This is an optimization exercise on Yosys and OpenROAD, whose aim is small area, a short achievable clock period and few clock cycles, not a production implementation. The RTL was checked by simulation tests, not by an equivalence proof against the original design.

Design pn_evaluator, start of the top module:
module pn_evaluator (
    input  wire                         clk,
    input  wire                         rst_n,
    input  wire [1:0]                   mode,
    input  wire                         operator,
    input  wire [pn_pkg::operand_w-1:0] in,
    input  wire                         in_valid,
    output logic                        out_valid,
    output pn_pkg::result_t             out
);
Size in the first run: about 26 I/O pins, ~15000 um2 of cells after synthesis.
make LEC_CHECK=0 ABC_CLOCK_PERIOD_IN_PS=3000 CAP_MARGIN=20 CORE_MARGIN=2 CORE_UTILIZATION=40 SETUP_SLACK_MARGIN=3.8 SLEW_MARGIN=20 TNS_END_PERCENT=100 finish   # period 9.0 ns
run.sh (not shown) runs the stock make flow with config.mk's settings and CLKGATE_MAP_FILE= SYNTH_SCRIPT=/design/flow/synth_recipe.tcl, a recipe that flattens the netlist after the stock synthesis.
The first run went through all stages and came out clean.
Testbench counts at the start, summed over its fixed seeds: cycles 11,704.
Change:
--- a/flow/config.mk
+++ b/flow/config.mk
@@ -11,2 +11,3 @@
 export CORE_UTILIZATION = 40
+export CTS_BUF_LIST = sky130_fd_sc_hd__clkbuf_8
 export SETUP_SLACK_MARGIN = 3.8
Result: Setup slack is better by 8.8 ps. Register-to-register slack barely changes. Final area hardly moves. Non-clock buffer count rises by 8. Utilization hardly moves. Via count rises by about 1.1%.
Change:
--- a/flow/config.mk
+++ b/flow/config.mk
@@ -11,5 +11,4 @@
 export CORE_UTILIZATION = 40
-export CTS_BUF_LIST = sky130_fd_sc_hd__clkbuf_8
-export SETUP_SLACK_MARGIN = 3.8
+export CTS_BUF_LIST = sky130_fd_sc_hd__clkbuf_4 sky130_fd_sc_hd__clkbuf_8
+export SETUP_SLACK_MARGIN = 4.5
 export SLEW_MARGIN = 20
-export TNS_END_PERCENT = 100
Utilization rose by 3.3 points.
Cell area rose by a few percent.
Worst setup slack loses 71 ps.
Sequential share of layout area fell by 1.5 points.
Final cell count rose by a few percent.
Synthesized area is unchanged.
Non-clock buffer count rose by 66.
Die area stays the same.
Change:
--- a/flow/config.mk
+++ b/flow/config.mk
@@ -11,4 +11,4 @@
 export CORE_UTILIZATION = 40
-export CTS_BUF_LIST = sky130_fd_sc_hd__clkbuf_4 sky130_fd_sc_hd__clkbuf_8
-export SETUP_SLACK_MARGIN = 4.5
+export SETUP_SLACK_MARGIN = 3.0
 export SLEW_MARGIN = 20
+export TNS_END_PERCENT = 100
Effect: Fmax is lower by 9.0%. Via count goes down by about 9%. Synthesized area stays the same. Worst hold slack gains 5.6 ps. Wire length drops by 16%. Core utilization went down by 8.4 points. Worst setup slack gets worse by 520 ps. Count of clock-buffer cells in the layout is higher by 1. Design area goes down by about 16%.
Change:
--- a/flow/config.mk
+++ b/flow/config.mk
@@ -11,3 +11,3 @@
 export CORE_UTILIZATION = 40
-export SETUP_SLACK_MARGIN = 3.0
+export SETUP_SLACK_MARGIN = 3.5
 export SLEW_MARGIN = 20
The new run produced a clean layout.
Synthesized cell count does not change.
Core utilization came out higher by 2.5 points.
Maximum frequency came out higher by 7.1%.
Design area came out higher by 5.5%.
Change:
--- a/flow/config.mk
+++ b/flow/config.mk
@@ -11,3 +11,3 @@
 export CORE_UTILIZATION = 40
-export SETUP_SLACK_MARGIN = 3.5
+export SETUP_SLACK_MARGIN = 2.5
 export SLEW_MARGIN = 20
Global-route usage decreases by 0.65 points; synthesized cell count is unchanged; clock skew is about the same; count of clock-buffer cells in the layout decreases by 2; sequential share of layout area increases by 1.6 points; first-iteration DRC count decreases by 4.3%.

pn_evaluator, a different RTL version from the one above (not shown whole).
export LEC_CHECK = 0
export ABC_CLOCK_PERIOD_IN_PS = 3000
export CAP_MARGIN = 20
export CORE_MARGIN = 2
export CORE_UTILIZATION = 40
export SETUP_SLACK_MARGIN = 3.5
export SLEW_MARGIN = 20
export TNS_END_PERCENT = 0
create_clock -name core_clock -period 9.0 [get_ports {clk}]
Testbench counts at the start, summed over its fixed seeds: cycles 11,704.
==> next run, changes <==
TNS_END_PERCENT = 100   (was 0)
What happened: First-iteration DRC count went down by 5.5%. Area after synthesis is unchanged. Design area hardly moves. Global-route usage hardly moves.

==> what the ideal ports hide <==
The flow's constraints put no driver on any port. The routed layouts listed below were extracted and timed again, unchanged, in two steps.
Step 1: set_driving_cell puts a clkbuf_16 on clk and a buf_2 on each other input, an assumption about the parent block.
Step 2 also shifts input and output timing later by t, the mid clock arrival at the registers, as if the neighbouring blocks saw the same clock.
a / b / c = no drivers / after step 1 / after step 2; a / b = the first two.
run | shift t [ns] | setup slack, ns | worst setup path at the end | worst register clock-pin slew, ns
the first run of note 1 | 0.485 | 3.781 / 3.782 / 3.314 | input to register | 0.08 / 0.08
the second run of note 1 | 0.523 | 3.790 / 3.788 / 3.265 | input to register | 0.11 / 0.11
the third run of note 1 | 0.517 | 3.719 / 3.716 / 3.199 | input to register | 0.11 / 0.11
the fourth run of note 1 | 0.487 | 3.196 / 3.168 / 2.758 | input to register | 0.07 / 0.07
the fifth run of note 1 | 0.486 | 3.580 / 3.609 / 3.123 | input to register | 0.07 / 0.07
the sixth run of note 1 | 0.491 | 2.635 / 2.647 / 2.156 | input to register | 0.07 / 0.07
the first run of note 2 | 0.482 | 3.489 / 3.489 / 3.135 | input to register | 0.07 / 0.07
the second run of note 2 | 0.481 | 3.485 / 3.483 / 3.247 | input to register | 0.07 / 0.07
After both steps setup and hold are still met in every run listed. The setup slack of the second run of note 1, which loses most, moves by -0.002 ns with the drivers and by -0.525 ns with both steps.
